From an optimization exercise on the open Yosys and OpenROAD flow, aimed at small area, a short achievable clock period and few clock cycles; shortcuts taken in it are not production practice.
RTL that was checked went through simulation tests only; none was proved equivalent to the original.
Power figures rest on the tool's default switching activity, not on a simulated workload.

==> violet: inputs <==
==> flow/design.v <==
`default_nettype none
package bp_pkg;
    localparam int PHT_SIZE    = 128;
    localparam int PHT_INDEX_W = $clog2(PHT_SIZE);
    localparam int PC_W = 32;
    localparam int CTR_W = 2;
    localparam logic [CTR_W-1:0] CTR_INIT = 2'd1;
    localparam int STAT_W = 16;
    typedef enum logic [6:0] {
        kind_br   = 7'b1100011,
        kind_jal  = 7'b1101111,
        kind_jalr = 7'b1100111
    } br_kind_t;
    typedef enum logic [1:0] {
        st_idle   = 2'd0,
        st_lookup = 2'd1,
        st_read   = 2'd2,
        st_ack    = 2'd3
    } hs_state_t;
endpackage
`default_nettype wire
`timescale 1ns/1ps
`default_nettype none
import bp_pkg::*;
module bp_index_stage (
    input  logic                           clk,
    input  logic                           rst,
    input  logic                           pred_req,
    input  logic [bp_pkg::PC_W-1:0]        pred_pc,
    input  logic [bp_pkg::PHT_INDEX_W-1:0] ghr,
    input  logic [bp_pkg::CTR_W-1:0]       read_ctr,
    output logic [bp_pkg::PHT_INDEX_W-1:0] lookup_index,
    output logic                           pred_ack,
    output logic                           pred_taken,
    output logic [bp_pkg::PHT_INDEX_W-1:0] pred_index
);
    logic                   req_q;
    logic [PHT_INDEX_W-1:0] index;
    assign index = pred_pc[PHT_INDEX_W+1:2] ^ ghr;
    always_ff @(posedge clk) begin
        if (rst) begin
            req_q <= 1'b0;
        end else begin
            req_q <= pred_req;
        end
    end
    assign pred_ack     = pred_req & req_q;
    assign lookup_index = index;
    always_ff @(posedge clk) begin
        pred_index <= index;
        pred_taken <= read_ctr[CTR_W-1];
    end
endmodule
`default_nettype wire
`timescale 1ns/1ps
`default_nettype none
import bp_pkg::*;
module pht_table (
    input  logic                           clk,
    input  logic                           rst,
    input  logic                           upd_en,
    input  logic [bp_pkg::PHT_INDEX_W-1:0] upd_index,
    input  logic                           upd_taken,
    input  logic [bp_pkg::PHT_INDEX_W-1:0] lookup_index,
    output logic [bp_pkg::CTR_W-1:0]       read_ctr
);
    logic [CTR_W-1:0]       ctrs [PHT_SIZE];
    logic [PHT_INDEX_W-1:0] rd_index;
    logic [CTR_W-1:0]       wdata;
    logic [7:0]             we_hi;
    logic [15:0]            we_lo;
    assign rd_index = upd_en ? upd_index : lookup_index;
    assign read_ctr = ctrs[rd_index];
    assign wdata[1] = ~rst & ((read_ctr[1] & read_ctr[0]) | (upd_taken & (read_ctr[1] | read_ctr[0])));
    assign wdata[0] =  rst | ((read_ctr[1] & ~read_ctr[0]) | (upd_taken & (read_ctr[1] | ~read_ctr[0])));
    always_comb begin
        for (int j = 0; j < 8; j++) begin
            we_hi[j] = rst | (upd_en & (upd_index[6:4] == j[2:0]));
        end
        for (int k = 0; k < 16; k++) begin
            we_lo[k] = rst | (upd_index[3:0] == k[3:0]);
        end
    end
    always_ff @(posedge clk) begin
        for (int i = 0; i < PHT_SIZE; i++) begin
            if (we_hi[i/16] & we_lo[i%16]) begin
                ctrs[i] <= wdata;
            end
        end
    end
endmodule
`default_nettype wire
`timescale 1ns/1ps
`default_nettype none
import bp_pkg::*;
module bp_resolve_stage (
    input  logic                           clk,
    input  logic                           rst,
    input  logic                           res_req,
    input  bp_pkg::br_kind_t               res_kind,
    input  logic [bp_pkg::PHT_INDEX_W-1:0] res_index,
    input  logic                           res_taken,
    output logic                           res_ack,
    output logic [bp_pkg::PHT_INDEX_W-1:0] ghr,
    output logic                           upd_en,
    output logic [bp_pkg::PHT_INDEX_W-1:0] upd_index,
    output logic                           upd_taken,
    output logic                           stat_en,
    output logic                           is_br,
    output logic                           is_jal,
    output logic                           is_jalr
);
    logic rdy;
    logic req_q;
    always_ff @(posedge clk) begin
        if (rst) begin
            rdy   <= 1'b0;
            req_q <= 1'b0;
        end else begin
            rdy   <= 1'b1;
            req_q <= res_req;
        end
    end
    assign res_ack = res_req & rdy;
    assign is_br   = (res_kind == kind_br);
    assign is_jal  = (res_kind == kind_jal);
    assign is_jalr = (res_kind == kind_jalr);
    assign stat_en = res_req & ~req_q;
    always_ff @(posedge clk) begin
        if (rst) begin
            upd_en <= 1'b0;
        end else begin
            upd_en <= stat_en & is_br;
        end
        upd_index <= res_index;
        upd_taken <= res_taken;
    end
    always_ff @(posedge clk) begin
        if (rst) begin
            ghr <= '0;
        end else if (upd_en) begin
            ghr <= {ghr[PHT_INDEX_W-2:0], upd_taken};
        end
    end
endmodule
`default_nettype wire
`timescale 1ns/1ps
`default_nettype none
import bp_pkg::*;
module mispredict_stats (
    input  logic                      clk,
    input  logic                      rst,
    input  logic                      stat_en,
    input  logic                      is_br,
    input  logic                      is_jal,
    input  logic                      is_jalr,
    input  logic                      stat_miss,
    output logic [bp_pkg::STAT_W-1:0] br_total,
    output logic [bp_pkg::STAT_W-1:0] br_missed,
    output logic [bp_pkg::STAT_W-1:0] jal_total,
    output logic [bp_pkg::STAT_W-1:0] jal_missed,
    output logic [bp_pkg::STAT_W-1:0] jalr_total,
    output logic [bp_pkg::STAT_W-1:0] jalr_missed
);
    logic [5:0]        inc;
    logic [STAT_W-1:0] cnt  [6];
    logic [STAT_W-1:0] carry [6];
    assign inc[0] = stat_en & is_br;
    assign inc[1] = stat_en & is_br & stat_miss;
    assign inc[2] = stat_en & is_jal;
    assign inc[3] = stat_en & is_jal & stat_miss;
    assign inc[4] = stat_en & is_jalr;
    assign inc[5] = stat_en & is_jalr & stat_miss;
    always_comb begin
        for (int c = 0; c < 6; c++) begin
            carry[c][0] = 1'b1;
            for (int i = 1; i < STAT_W; i++) begin
                carry[c][i] = carry[c][i-1] & cnt[c][i-1];
            end
        end
    end
    always_ff @(posedge clk) begin
        for (int c = 0; c < 6; c++) begin
            cnt[c] <= {STAT_W{~rst}} & (cnt[c] ^ ({STAT_W{inc[c]}} & carry[c]));
        end
    end
    assign br_total    = cnt[0];
    assign br_missed   = cnt[1];
    assign jal_total   = cnt[2];
    assign jal_missed  = cnt[3];
    assign jalr_total  = cnt[4];
    assign jalr_missed = cnt[5];
endmodule
`default_nettype wire
`timescale 1ns/1ps
`default_nettype none
import bp_pkg::*;
module bp_unit (
    input  logic                           clk,
    input  logic                           rst,
    input  logic                           pred_req,
    input  logic [bp_pkg::PC_W-1:0]        pred_pc,
    output logic                           pred_ack,
    output logic                           pred_taken,
    output logic [bp_pkg::PHT_INDEX_W-1:0] pred_index,
    input  logic                           res_req,
    input  bp_pkg::br_kind_t               res_kind,
    input  logic [bp_pkg::PHT_INDEX_W-1:0] res_index,
    input  logic                           res_taken,
    input  logic                           res_mispred,
    output logic                           res_ack,
    output logic [bp_pkg::STAT_W-1:0]      br_total,
    output logic [bp_pkg::STAT_W-1:0]      br_missed,
    output logic [bp_pkg::STAT_W-1:0]      jal_total,
    output logic [bp_pkg::STAT_W-1:0]      jal_missed,
    output logic [bp_pkg::STAT_W-1:0]      jalr_total,
    output logic [bp_pkg::STAT_W-1:0]      jalr_missed
);
    logic [PHT_INDEX_W-1:0] ghr;
    logic                   upd_en;
    logic [PHT_INDEX_W-1:0] upd_index;
    logic                   upd_taken;
    logic                   stat_en;
    logic                   is_br;
    logic                   is_jal;
    logic                   is_jalr;
    logic [PHT_INDEX_W-1:0] lookup_index;
    logic [CTR_W-1:0]       read_ctr;
    bp_index_stage index_stage (
        .clk          (clk),
        .rst          (rst),
        .pred_req     (pred_req),
        .pred_pc      (pred_pc),
        .ghr          (ghr),
        .read_ctr     (read_ctr),
        .lookup_index (lookup_index),
        .pred_ack     (pred_ack),
        .pred_taken   (pred_taken),
        .pred_index   (pred_index)
    );
    pht_table pht (
        .clk          (clk),
        .rst          (rst),
        .upd_en       (upd_en),
        .upd_index    (upd_index),
        .upd_taken    (upd_taken),
        .lookup_index (lookup_index),
        .read_ctr     (read_ctr)
    );
    bp_resolve_stage resolve_stage (
        .clk          (clk),
        .rst          (rst),
        .res_req      (res_req),
        .res_kind     (res_kind),
        .res_index    (res_index),
        .res_taken    (res_taken),
        .res_ack      (res_ack),
        .ghr          (ghr),
        .upd_en       (upd_en),
        .upd_index    (upd_index),
        .upd_taken    (upd_taken),
        .stat_en      (stat_en),
        .is_br        (is_br),
        .is_jal       (is_jal),
        .is_jalr      (is_jalr)
    );
    mispredict_stats stats (
        .clk          (clk),
        .rst          (rst),
        .stat_en      (stat_en),
        .is_br        (is_br),
        .is_jal       (is_jal),
        .is_jalr      (is_jalr),
        .stat_miss    (res_mispred),
        .br_total     (br_total),
        .br_missed    (br_missed),
        .jal_total    (jal_total),
        .jal_missed   (jal_missed),
        .jalr_total   (jalr_total),
        .jalr_missed  (jalr_missed)
    );
endmodule
`default_nettype wire
==> flow/run.sh <==
#!/bin/bash
# synth_recipe.tcl (not shown) runs the flow's synth.tcl, then flattens the netlist and writes it again
# the make line also repeats each setting of config.mk as NAME=value (left out here)
make -C /OpenROAD-flow-scripts/flow DESIGN_CONFIG=/design/flow/config.mk WORK_HOME=/design/flow/orfs CLKGATE_MAP_FILE= SYNTH_SCRIPT=/design/flow/synth_recipe.tcl finish
==> flow/config.mk <==
export PLATFORM = sky130hd
export DESIGN_NAME = bp_unit
export DESIGN_NICKNAME = bp_unit
export VERILOG_FILES = /design/flow/design.v
export SDC_FILE = /design/flow/constraint.sdc
export NUM_CORES = 4
export LEC_CHECK = 0
export CAP_MARGIN = 20
export CORE_MARGIN = 2
export CORE_UTILIZATION = 40
export SLEW_MARGIN = 20
==> flow/constraint.sdc <==
create_clock -name core_clock -period 5.0 [get_ports {clk}]
set_input_delay 1.0000 -clock core_clock [delete_from_list [all_inputs] [get_ports {clk}]]
set_output_delay 1.0000 -clock core_clock [all_outputs]
set_load 0.01 [all_outputs]
==> delta (differences from violet) <==
==> flow/design.v, changed modules only <==
module bp_index_stage (
    input  logic                           clk,
    input  logic                           rst,
    input  logic                           pred_req,
    input  logic [bp_pkg::PC_W-1:0]        pred_pc,
    input  logic [bp_pkg::PHT_INDEX_W-1:0] ghr,
    input  logic [bp_pkg::PHT_SIZE-1:0]    tk_bits,
    output logic                           pred_ack,
    output logic                           pred_taken,
    output logic [bp_pkg::PHT_INDEX_W-1:0] pred_index
);
    logic                   req_q;
    logic [PHT_INDEX_W-1:0] index;
    logic [1:0]             half_tk;
    assign index = pred_pc[PHT_INDEX_W+1:2] ^ ghr;
    always_ff @(posedge clk) begin
        if (rst) begin
            req_q <= 1'b0;
        end else begin
            req_q <= pred_req;
        end
    end
    assign pred_ack = pred_req & req_q;
    always_ff @(posedge clk) begin
        pred_index <= index;
        for (int h = 0; h < 2; h++) begin
            half_tk[h] <= (index[PHT_INDEX_W-1] == h[0]) &
                          tk_bits[{h[0], index[PHT_INDEX_W-2:0]}];
        end
    end
    assign pred_taken = |half_tk;
endmodule
module pht_table (
    input  logic                           clk,
    input  logic                           rst,
    input  logic [bp_pkg::PHT_INDEX_W-1:0] res_index,
    input  logic                           upd_en,
    input  logic [bp_pkg::PHT_INDEX_W-1:0] upd_index,
    input  logic                           upd_taken,
    output logic [bp_pkg::PHT_SIZE-1:0]    tk_bits
);
    logic [CTR_W-1:0] ctrs [PHT_SIZE];
    logic [CTR_W-1:0] cand [4];
    logic [CTR_W-1:0] old;
    logic [CTR_W-1:0] wdata;
    logic [7:0]       we_hi;
    logic [15:0]      we_lo;
    always_comb begin
        for (int i = 0; i < PHT_SIZE; i++) begin
            tk_bits[i] = ctrs[i][CTR_W-1];
        end
    end
    always_ff @(posedge clk) begin
        for (int q = 0; q < 4; q++) begin
            cand[q] <= ctrs[{q[1:0], res_index[PHT_INDEX_W-3:0]}];
        end
    end
    assign old = cand[upd_index[PHT_INDEX_W-1:PHT_INDEX_W-2]];
    assign wdata[1] = ~rst & ((old[1] & old[0]) | (upd_taken & (old[1] | old[0])));
    assign wdata[0] =  rst | ((old[1] & ~old[0]) | (upd_taken & (old[1] | ~old[0])));
    always_comb begin
        for (int j = 0; j < 8; j++) begin
            we_hi[j] = rst | (upd_en & (upd_index[6:4] == j[2:0]));
        end
        for (int k = 0; k < 16; k++) begin
            we_lo[k] = rst | (upd_index[3:0] == k[3:0]);
        end
    end
    always_ff @(posedge clk) begin
        for (int i = 0; i < PHT_SIZE; i++) begin
            if (we_hi[i/16] & we_lo[i%16]) begin
                ctrs[i] <= wdata;
            end
        end
    end
endmodule
module bp_unit (
    input  logic                           clk,
    input  logic                           rst,
    input  logic                           pred_req,
    input  logic [bp_pkg::PC_W-1:0]        pred_pc,
    output logic                           pred_ack,
    output logic                           pred_taken,
    output logic [bp_pkg::PHT_INDEX_W-1:0] pred_index,
    input  logic                           res_req,
    input  bp_pkg::br_kind_t               res_kind,
    input  logic [bp_pkg::PHT_INDEX_W-1:0] res_index,
    input  logic                           res_taken,
    input  logic                           res_mispred,
    output logic                           res_ack,
    output logic [bp_pkg::STAT_W-1:0]      br_total,
    output logic [bp_pkg::STAT_W-1:0]      br_missed,
    output logic [bp_pkg::STAT_W-1:0]      jal_total,
    output logic [bp_pkg::STAT_W-1:0]      jal_missed,
    output logic [bp_pkg::STAT_W-1:0]      jalr_total,
    output logic [bp_pkg::STAT_W-1:0]      jalr_missed
);
    logic [PHT_INDEX_W-1:0] ghr;
    logic                   upd_en;
    logic [PHT_INDEX_W-1:0] upd_index;
    logic                   upd_taken;
    logic                   stat_en;
    logic                   is_br;
    logic                   is_jal;
    logic                   is_jalr;
    logic [PHT_SIZE-1:0]    tk_bits;
    bp_index_stage index_stage (
        .clk          (clk),
        .rst          (rst),
        .pred_req     (pred_req),
        .pred_pc      (pred_pc),
        .ghr          (ghr),
        .tk_bits      (tk_bits),
        .pred_ack     (pred_ack),
        .pred_taken   (pred_taken),
        .pred_index   (pred_index)
    );
    pht_table pht (
        .clk          (clk),
        .rst          (rst),
        .res_index    (res_index),
        .upd_en       (upd_en),
        .upd_index    (upd_index),
        .upd_taken    (upd_taken),
        .tk_bits      (tk_bits)
    );
    bp_resolve_stage resolve_stage (
        .clk          (clk),
        .rst          (rst),
        .res_req      (res_req),
        .res_kind     (res_kind),
        .res_index    (res_index),
        .res_taken    (res_taken),
        .res_ack      (res_ack),
        .ghr          (ghr),
        .upd_en       (upd_en),
        .upd_index    (upd_index),
        .upd_taken    (upd_taken),
        .stat_en      (stat_en),
        .is_br        (is_br),
        .is_jal       (is_jal),
        .is_jalr      (is_jalr)
    );
    mispredict_stats stats (
        .clk          (clk),
        .rst          (rst),
        .stat_en      (stat_en),
        .is_br        (is_br),
        .is_jal       (is_jal),
        .is_jalr      (is_jalr),
        .stat_miss    (res_mispred),
        .br_total     (br_total),
        .br_missed    (br_missed),
        .jal_total    (jal_total),
        .jal_missed   (jal_missed),
        .jalr_total   (jalr_total),
        .jalr_missed  (jalr_missed)
    );
endmodule
==> flow/flow/run.sh (new file) <==
#!/bin/bash
# The standard layout (standard.sh) with two changes: plain buf_2 cells as
# the port buffers instead of the delay cells buffer_ports picks by default,
# and clock tree leaf clusters sized by a looser max-cap derate, so fewer
# leaf buffers drive the registers, with no dummy loads.
set -euo pipefail
export BUFFER_PORTS_ARGS="-buffer_cell sky130_fd_sc_hd__buf_2"
export CTS_ARGS="-sink_clustering_enable -repair_clock_nets -sink_clustering_size 18 -sink_clustering_max_diameter 62 -buf_list sky130_fd_sc_hd__clkbuf_8 -sink_buffer_max_cap_derate 0.58 -dont_use_dummy_load"
bash standard.sh > standard.log 2>&1
==> flow/standard.sh (new file) <==
#!/bin/bash
# synth_recipe.tcl (not shown) runs the flow's synth.tcl, then flattens the netlist and writes it again
# the make line also repeats each setting of config.mk as NAME=value (left out here)
make -C /OpenROAD-flow-scripts/flow DESIGN_CONFIG=/design/flow/config.mk WORK_HOME=/design/flow/orfs CLKGATE_MAP_FILE= SYNTH_SCRIPT=/design/flow/synth_recipe.tcl "${@:-finish}"
Settings changed: ABC_CLOCK_PERIOD_IN_PS set to 2500, CTS_BUF_LIST set to sky130_fd_sc_hd__clkbuf_8, CTS_CLUSTER_SIZE set to 30, SETUP_SLACK_MARGIN set to 2.7.
removed: flow/run.sh
==> notes <==
Of delta and violet, delta has the higher sequential share of layout area (gap 5.8 points). Die area: violet is smaller than delta (1.1%). Against delta, the cell count of violet is larger by 8.7%. Between violet and delta, the lower power is in delta (gap 31%, measured against delta). delta finished with timing, DRC and antenna clean. violet passed the timing, DRC and antenna checks. Between delta and violet, the lower sequential cell count is in violet (gap 9). Against violet, the worst setup slack of delta is better by 2.4 ns. Against violet, the maximum frequency of delta is larger by about 100%.
Testbench counts of delta, summed over its fixed seeds: cycles 60,000.
Function not checked in violet: the RTL went through the layout flow alone.

==> re-timing with driven ports <==
The results above use ideal ports. As a check the final layouts listed here were re-extracted and re-timed, cells and wires unchanged. Step 1 (the two cells are an assumption about what drives the block):
set clk [get_ports {clk}]
set_driving_cell -lib_cell sky130_fd_sc_hd__clkbuf_16 $clk
set_driving_cell -lib_cell sky130_fd_sc_hd__buf_2 [delete_from_list [all_inputs] $clk]
Step 2 also shifts input and output timing later by t, the mid clock arrival at the registers, as if the neighbouring blocks saw the same clock. Three values: ideal ports, drivers, drivers and shift; two values: the first two.
run	t (ns)	setup slack, ns	clock arrival spread, ns	slew at the worst register clock pin (ns)
violet	0.611	0.220 / 0.229 / -0.382	0.037 / 0.037	0.06 / 0.06
delta	0.670	2.670 / 2.625 / 2.035	0.089 / 0.089	0.11 / 0.11
Met with ideal ports but missed after step 2: setup timing in violet. The setup slack of delta, which loses most, moves by -0.045 ns with the drivers and by -0.635 ns with both steps.
